From an optimization exercise on the open Yosys and OpenROAD flow, aimed at small area, a short achievable clock period and few clock cycles per item; shortcuts taken in it are not production practice.
Function was checked by simulation only, so behaviour that the tests miss may differ from the original.

==> flow/run.sh <==
#!/bin/bash
# synth_recipe.tcl (not shown) runs the flow's synth.tcl, then flattens the netlist and writes it again
# the make line also repeats each setting of config.mk as NAME=value (left out here)
make -C /OpenROAD-flow-scripts/flow DESIGN_CONFIG=/design/flow/config.mk WORK_HOME=/design/flow/orfs CLKGATE_MAP_FILE= SYNTH_SCRIPT=/design/flow/synth_recipe.tcl finish
==> flow/config.mk <==
export PLATFORM = sky130hd
export DESIGN_NAME = polyline_length_accumulator_core
export DESIGN_NICKNAME = polyline_length_accumulator_core
export VERILOG_FILES = /design/flow/design.v
export SDC_FILE = /design/flow/constraint.sdc
export NUM_CORES = 4
export LEC_CHECK = 0
export CAP_MARGIN = 20
export CORE_MARGIN = 2
export CORE_UTILIZATION = 40
export SLEW_MARGIN = 20
==> flow/constraint.sdc <==
create_clock -name core_clock -period 10.0 [get_ports {i_clk}]
set_input_delay 2.0000 -clock core_clock [delete_from_list [all_inputs] [get_ports {i_clk}]]
set_output_delay 2.0000 -clock core_clock [all_outputs]
set_load 0.01 [all_outputs]
==> flow/design.v <==
module pla_ctrl #(
    parameter int ROOT_STEPS = 17,
    parameter int STEP_W     = $clog2(ROOT_STEPS)
) (
    input  logic i_clk,
    input  logic i_rst_n,
    input  logic i_in_valid,
    output logic o_in_stall,
    input  logic i_have_prev,
    input  logic i_last,
    input  logic i_out_free,
    output logic o_load,
    output logic o_sq_x,
    output logic o_sq_y,
    output logic o_step,
    output logic o_acc,
    output logic o_emit
);
    localparam logic [2:0] S_IDLE = 3'd0;
    localparam logic [2:0] S_SQX  = 3'd1;
    localparam logic [2:0] S_SQY  = 3'd2;
    localparam logic [2:0] S_ROOT = 3'd3;
    localparam logic [2:0] S_ACC  = 3'd4;
    localparam logic [2:0] S_FIN  = 3'd5;
    logic [2:0]        r_state, n_state;
    logic [STEP_W-1:0] r_step, n_step;
    always_comb begin
        n_state = r_state;
        n_step  = r_step;
        o_load  = 1'b0;
        o_sq_x  = 1'b0;
        o_sq_y  = 1'b0;
        o_step  = 1'b0;
        o_acc   = 1'b0;
        o_emit  = 1'b0;
        case (r_state)
            S_IDLE: begin
                if (i_in_valid) begin
                    o_load = 1'b1;
                    n_state = i_have_prev ? S_SQX : S_FIN;
                end
            end
            S_SQX: begin
                o_sq_x  = 1'b1;
                n_state = S_SQY;
            end
            S_SQY: begin
                o_sq_y  = 1'b1;
                n_step  = STEP_W'(ROOT_STEPS - 1);
                n_state = S_ROOT;
            end
            S_ROOT: begin
                o_step = 1'b1;
                if (r_step == '0) begin
                    n_state = S_ACC;
                end else begin
                    n_step = r_step - STEP_W'(1);
                end
            end
            S_ACC: begin
                o_acc   = 1'b1;
                n_state = S_FIN;
            end
            S_FIN: begin
                if (!i_last) begin
                    n_state = S_IDLE;
                end else if (i_out_free) begin
                    o_emit  = 1'b1;
                    n_state = S_IDLE;
                end
            end
            default: begin
                n_state = S_IDLE;
            end
        endcase
    end
    always_ff @(posedge i_clk) begin
        if (!i_rst_n) begin
            r_state <= S_IDLE;
            r_step  <= '0;
        end else begin
            r_state <= n_state;
            r_step  <= n_step;
        end
    end
    assign o_in_stall = (r_state != S_IDLE);
endmodule
module pla_dp #(
    parameter int COORD_W    = 16,
    parameter int LEN_W      = 32,
    parameter int CNT_W      = 16,
    parameter int MAG_W      = COORD_W + 1,
    parameter int ROOT_STEPS = MAG_W,
    parameter int RAD_W      = 2 * ROOT_STEPS,
    parameter int REM_W      = ROOT_STEPS + 1
) (
    input  logic               i_clk,
    input  logic               i_rst_n,
    input  logic               i_load,
    input  logic               i_sq_x,
    input  logic               i_sq_y,
    input  logic               i_step,
    input  logic               i_acc,
    input  logic               i_emit,
    output logic               o_have_prev,
    output logic               o_last,
    output logic               o_out_free,
    input  logic [COORD_W-1:0] i_in_x,
    input  logic [COORD_W-1:0] i_in_y,
    input  logic               i_in_last,
    output logic               o_out_valid,
    input  logic               i_out_stall,
    output logic [LEN_W-1:0]   o_out_length,
    output logic [CNT_W-1:0]   o_out_count
);
    logic signed [COORD_W-1:0] r_prev_x, r_prev_y;
    logic                      r_have_prev;
    logic                      r_last;
    logic [MAG_W-1:0]          r_dx, r_dy;
    logic [RAD_W-1:0]          r_rad;
    logic [REM_W-1:0]          r_rem;
    logic [ROOT_STEPS-1:0]     r_root;
    logic [LEN_W-1:0]          r_sum;
    logic [CNT_W-1:0]          r_cnt;
    logic                      r_out_valid;
    logic [LEN_W-1:0]          r_out_length;
    logic [CNT_W-1:0]          r_out_count;
    logic signed [MAG_W-1:0] diff_x, diff_y;
    logic [MAG_W-1:0]        mag_x, mag_y;
    logic [MAG_W-1:0]        mul_op;
    logic [RAD_W-1:0]        product;
    logic [REM_W+1:0]        rem_sh, trial, rem_sub;
    logic [LEN_W:0]          sum_ext;
    always_comb begin
        diff_x = MAG_W'($signed(i_in_x)) - MAG_W'(r_prev_x);
        diff_y = MAG_W'($signed(i_in_y)) - MAG_W'(r_prev_y);
        mag_x  = diff_x[MAG_W-1] ? MAG_W'(-diff_x) : MAG_W'(diff_x);
        mag_y  = diff_y[MAG_W-1] ? MAG_W'(-diff_y) : MAG_W'(diff_y);
        mul_op  = i_sq_x ? r_dx : r_dy;
        product = RAD_W'(mul_op) * RAD_W'(mul_op);
        rem_sh  = {r_rem, r_rad[RAD_W-1 -: 2]};
        trial   = (REM_W+2)'({r_root, 2'b01});
        rem_sub = rem_sh - trial;
        sum_ext = (LEN_W+1)'(r_sum) + (LEN_W+1)'(r_root);
    end
    always_ff @(posedge i_clk) begin
        if (!i_rst_n) begin
            r_prev_x    <= '0;
            r_prev_y    <= '0;
            r_have_prev <= 1'b0;
            r_last      <= 1'b0;
            r_sum       <= '0;
            r_cnt       <= '0;
            r_out_valid <= 1'b0;
        end else begin
            if (i_load) begin
                r_dx        <= mag_x;
                r_dy        <= mag_y;
                r_prev_x    <= i_in_x;
                r_prev_y    <= i_in_y;
                r_last      <= i_in_last;
                r_have_prev <= 1'b1;
            end
            if (i_sq_x) begin
                r_rad <= product;
            end
            if (i_sq_y) begin
                r_rad  <= r_rad + product;
                r_rem  <= '0;
                r_root <= '0;
            end
            if (i_step) begin
                r_rad <= {r_rad[RAD_W-3:0], 2'b00};
                if (rem_sh >= trial) begin
                    r_rem  <= rem_sub[REM_W-1:0];
                    r_root <= {r_root[ROOT_STEPS-2:0], 1'b1};
                end else begin
                    r_rem  <= rem_sh[REM_W-1:0];
                    r_root <= {r_root[ROOT_STEPS-2:0], 1'b0};
                end
            end
            if (i_acc) begin
                r_sum <= sum_ext[LEN_W] ? '1 : sum_ext[LEN_W-1:0];
                if (r_cnt != '1) begin
                    r_cnt <= r_cnt + CNT_W'(1);
                end
            end
            if (i_emit) begin
                r_out_length <= r_sum;
                r_out_count  <= r_cnt;
                r_out_valid  <= 1'b1;
                r_sum       <= '0;
                r_cnt       <= '0;
                r_prev_x    <= '0;
                r_prev_y    <= '0;
                r_have_prev <= 1'b0;
            end else if (r_out_valid && !i_out_stall) begin
                r_out_valid <= 1'b0;
            end
        end
    end
    assign o_have_prev  = r_have_prev;
    assign o_last       = r_last;
    assign o_out_free   = !r_out_valid || !i_out_stall;
    assign o_out_valid  = r_out_valid;
    assign o_out_length = r_out_length;
    assign o_out_count  = r_out_count;
endmodule
module polyline_length_accumulator_core (
    input  logic        i_clk,
    input  logic        i_rst_n,
    input  logic        i_in_valid,
    output logic        o_in_stall,
    input  logic [15:0] i_in_x,
    input  logic [15:0] i_in_y,
    input  logic        i_in_last,
    output logic        o_out_valid,
    input  logic        i_out_stall,
    output logic [31:0] o_out_length,
    output logic [15:0] o_out_count
);
    logic load, sq_x, sq_y, step, acc, emit;
    logic have_prev, last, out_free;
    pla_ctrl u_ctrl (
        .i_clk       (i_clk),
        .i_rst_n     (i_rst_n),
        .i_in_valid  (i_in_valid),
        .o_in_stall  (o_in_stall),
        .i_have_prev (have_prev),
        .i_last      (last),
        .i_out_free  (out_free),
        .o_load      (load),
        .o_sq_x      (sq_x),
        .o_sq_y      (sq_y),
        .o_step      (step),
        .o_acc       (acc),
        .o_emit      (emit)
    );
    pla_dp u_dp (
        .i_clk        (i_clk),
        .i_rst_n      (i_rst_n),
        .i_load       (load),
        .i_sq_x       (sq_x),
        .i_sq_y       (sq_y),
        .i_step       (step),
        .i_acc        (acc),
        .i_emit       (emit),
        .o_have_prev  (have_prev),
        .o_last       (last),
        .o_out_free   (out_free),
        .i_in_x       (i_in_x),
        .i_in_y       (i_in_y),
        .i_in_last    (i_in_last),
        .o_out_valid  (o_out_valid),
        .i_out_stall  (i_out_stall),
        .o_out_length (o_out_length),
        .o_out_count  (o_out_count)
    );
endmodule
==> run notes <==
[area by class of cell]
class                           instances  area share (%)
Multi-Input combinational cell       1817            57.5
Clock buffer                           45            3.68
Inverter                              382            5.59
Tap cell                              756            3.69
Clock inverter                         13           0.620
Sequential cell                       242            24.8
Timing Repair Buffer                  112            4.12
[layer usage]
layer	vias up	share of wire [%]	track usage, %
li1	8598	-	-
met1	8503	46	24.8
met2	366	46	30.1
met3	78	5.9	3.58
met4	0	1.9	4.25
met5	-	0	0
[registers in the layout (all words and copies together), names as in the netlist]
register / count
u_dp.r_prev_x: 16
u_dp.r_rad: 34
u_dp.r_last: 1
u_dp.r_prev_y: 16
u_dp.r_sum: 32
u_dp.r_out_count: 16
u_dp.r_dy: 17
u_dp.r_cnt: 16
u_dp.r_out_length: 32
u_ctrl.r_step: 5
u_dp.r_have_prev: 1
u_dp.r_out_valid: 1
u_dp.r_root: 17
u_dp.r_rem: 18
u_ctrl.r_state: 3
u_dp.r_dx: 17
[Yosys cell counts, drive strengths merged, types with 11 or more instances]
| cell type | number | area, µm² |
|---|---|---|
| nand3 | 33 | 170 |
| fa | 195 | 3900 |
| nor2 | 257 | 965 |
| nor2b | 17 | 106 |
| xnor2 | 92 | 806 |
| ha | 211 | 2640 |
| a21o | 53 | 398 |
| nand4 | 13 | 81.3 |
| buf | 16 | 66.3 |
| and2 | 19 | 119 |
| o21bai | 17 | 128 |
| and3 | 25 | 156 |
| xor2 | 71 | 622 |
| nand2 | 251 | 942 |
| edfxtp | 151 | 4530 |
| inv | 377 | 1420 |
| o211ai | 11 | 82.6 |
| a31oi | 33 | 219 |
| a211oi | 20 | 150 |
| nand2b | 11 | 68.8 |
| nor3 | 32 | 170 |
| mux2i | 32 | 324 |
| a21oi | 180 | 901 |
| dfxtp | 91 | 1820 |
| clkbuf | 52 | 195 |
| o21a | 20 | 150 |
| o21ai | 101 | 505 |
[cell families (layout without fill, tap and decap cells)]
group,Yosys count,count (layout),share of synthesized area (%)
xor+xnor,163,163,6.27
simple gates,695,695,13.5
buf+inv,450,552,7.45
fa+ha+maj,406,406,28.8
compound gates,511,511,14.2
mux,42,42,1.92
flops,242,242,27.9
[tightest hold or removal path: stages (launching register included)]
cell     delay [ps]
dfxtp_1         300
nand2_1          50
a21oi_1          50
[how the worst max path moves through the flow]
stage	startpoint	cells after the start	to	slack [ps]
final	u_ctrl.r_state[2]	32	u_dp.r_rad[33]	570
after global routing	u_ctrl.r_state[2]	32	u_dp.r_rad[33]	70
after CTS	u_ctrl.r_state[2]	32	u_dp.r_rad[33]	560
after detailed placement	u_ctrl.r_state[2]	32	u_dp.r_rad[33]	590
after global placement	u_ctrl.r_state[2]	33	u_dp.r_rad[33]	720
after floorplan	u_ctrl.r_state[1]	35	u_dp.r_rad[33]	1140
[metrics by stage]
stage               cell area, µm²  utilization (%)
CTS                          25600             45.6
global placement             24500             43.6
global route                 25600             45.6
detailed placement           24500             43.6
floorplan                    22800                -
finish                       25600             45.6
==> results.py <==
metrics = {
    "outcome": {
        "status": "complete, no violations",
    },
    "clock_tree": {
        "cts_tree": "done",
        "cts_buffers": 31,
        "h-tree-depth": 1,
        "cts-root-buf": "clkbuf_16",
        "cts.sinks": 242,
        "clk-insertion-delay-late_ps": 600,
        "cts_setup_buffers": 0,
        "cts_buffer_depth": 3,
        "clkTransAtPathRegs_ps": 60,
        "ctsHoldBuffers": 0,
        "cts_resized": 0,
    },
    "yosys": {
        "synth_nets": 2952,
        "yosysWarnings": 2,
        "synth_cell_types": 85,
        "syn_inst": 2509,
        "synth_area_um2": 22800,
        "synth-edff-count": 151,
        "synth_ff_type": "edfxtp_1",
        "synth_area_per_cell_um2": 9.07,
        "ys_async_sr_fraction_pct": 0,
        "ys_seq_elements": 242,
        "ys_seq_area_share_pct": 27.9,
    },
    "cells_and_area": {
        "antennaDiodeCount": 0,
        "most-common-layout-cells": "373 x inv_1, 254 x nor2_1, 250 x nand2_1, 211 x ha_1, 195 x fa_1",
        "instances_no_fill": 3367,
        "final_nets": 3029,
        "mostFrequentLayoutCell": "inv_1",
        "syn_to_final_growth_pct": 12.7,
        "fillers": 5362,
        "multi_input_area_um2": 14800,
        "drive_gt1_share_pct": 4.63,
        "final-seq-area_um2": 6360,
    },
    "drt": {
        "dr.pass1.iters": 5,
        "drc_errors": 0,
        "wirelength_um": 54000,
        "wl_per_cell_um": 16.0,
        "drtIter0Drc": 1050,
        "vias_per_cell": 5.21,
        "ant_nets": 0,
        "via_count": 17545,
    },
    "critical_path": {
        "arrival_ps": 9740,
        "r2r_cells": 32,
        "worstPathMaxFanout": 20,
        "required_ps": 10320,
        "r2r_end": "u_dp.r_rad[33]",
        "critPathSlowestCell": "fa_1",
        "worstSetupStartpointType": "register",
        "worstSetupPathType": "register to register",
        "r2r_slack_ps": 570,
        "crit_path_end_kind": "register",
        "path_buf_inv": 6,
        "crit_top_cell": "fa_1",
        "reg2reg_from": "u_ctrl.r_state[2]",
        "critPathMaxStageDelay_ps": 550,
        "crit_family": "adder cells",
    },
    "floorplan": {
        "core_area_um2": 56300,
        "die_h_um": 243,
        "io-pin-count": 87,
        "die_area_um2": 58800,
        "num_rows": 87,
        "start_util_pct": 40.4,
        "die_x_um": 243,
    },
    "sta": {
        "clock_skew_ps": 9.27,
        "hold_violations": 0,
        "finalCriticalPeriod_ps": 9430,
        "slew_violations": 0,
        "fmax_ghz": 0.106,
        "max-slew-margin-rel_pct": 30.1,
        "setup_ws_ps": 570,
        "setup_viol": 0,
        "whs_ps": 452,
        "period_share_pct": 94.3,
        "worst_slew_pin_slew_ps": 1040,
        "final.setup.tns_ps": 0,
        "rsz0062_at_grt": "no",
    },
    "grt": {
        "overflow": 0,
        "grt_pass1_wl_um": 89200,
        "grt_max_degree": 66,
        "grt_usage_pct": 18.3,
        "grt_pass1_vias": 17589,
        "antenna_found_initial": 1,
    },
    "placed_design": {
        "dp_slack_ps": 588,
        "hpwlAfterDp_um": 42500,
        "port_buffers": 86,
        "finalWeightedCongestion": 0.896,
        "dp_cells": 3309,
    },
    "worst_hold_path": {
        "hp-start": "u_dp.r_prev_y[4]",
        "hp-class": "register to register",
        "holdPathEnd": "u_dp.r_prev_y[4]",
        "hold_depth": 2,
    },
    "flow_run": {
        "cap_violations": 0,
    },
}
Testbench counts, summed over its fixed seeds: cycles 140,050, points 6,831.

[re-timing with driven ports]
How much do the figures lean on ideal ports? The routed layout below was timed once more, with nothing changed but the port constraints. Step 1 sets driving cells, clkbuf_16 on the clock port and buf_2 on the other inputs (assumed; they add their load-dependent delay and slew). Step 2 adds t to the input delays and takes it off the output delays; t is the mean of the earliest and latest rising clock arrival at the registers after step 1. Input paths then give back, and output paths get back, about the clock's delay inside the block. a / b / c = ideal / step 1 / step 2; a / b = the first two.
t, ns: 0.659
setup slack, ns: 0.570 / 0.570 / 0.570
hold slack, ns: 0.452 / 0.452 / 0.452
clock arrival spread, ns: 0.011 / 0.011
cell pins on the clock port's net: 1
After both steps setup and hold are still met in this run. The setup slack of this run moves by 0.000 ns with the drivers and by 0.000 ns with both steps.
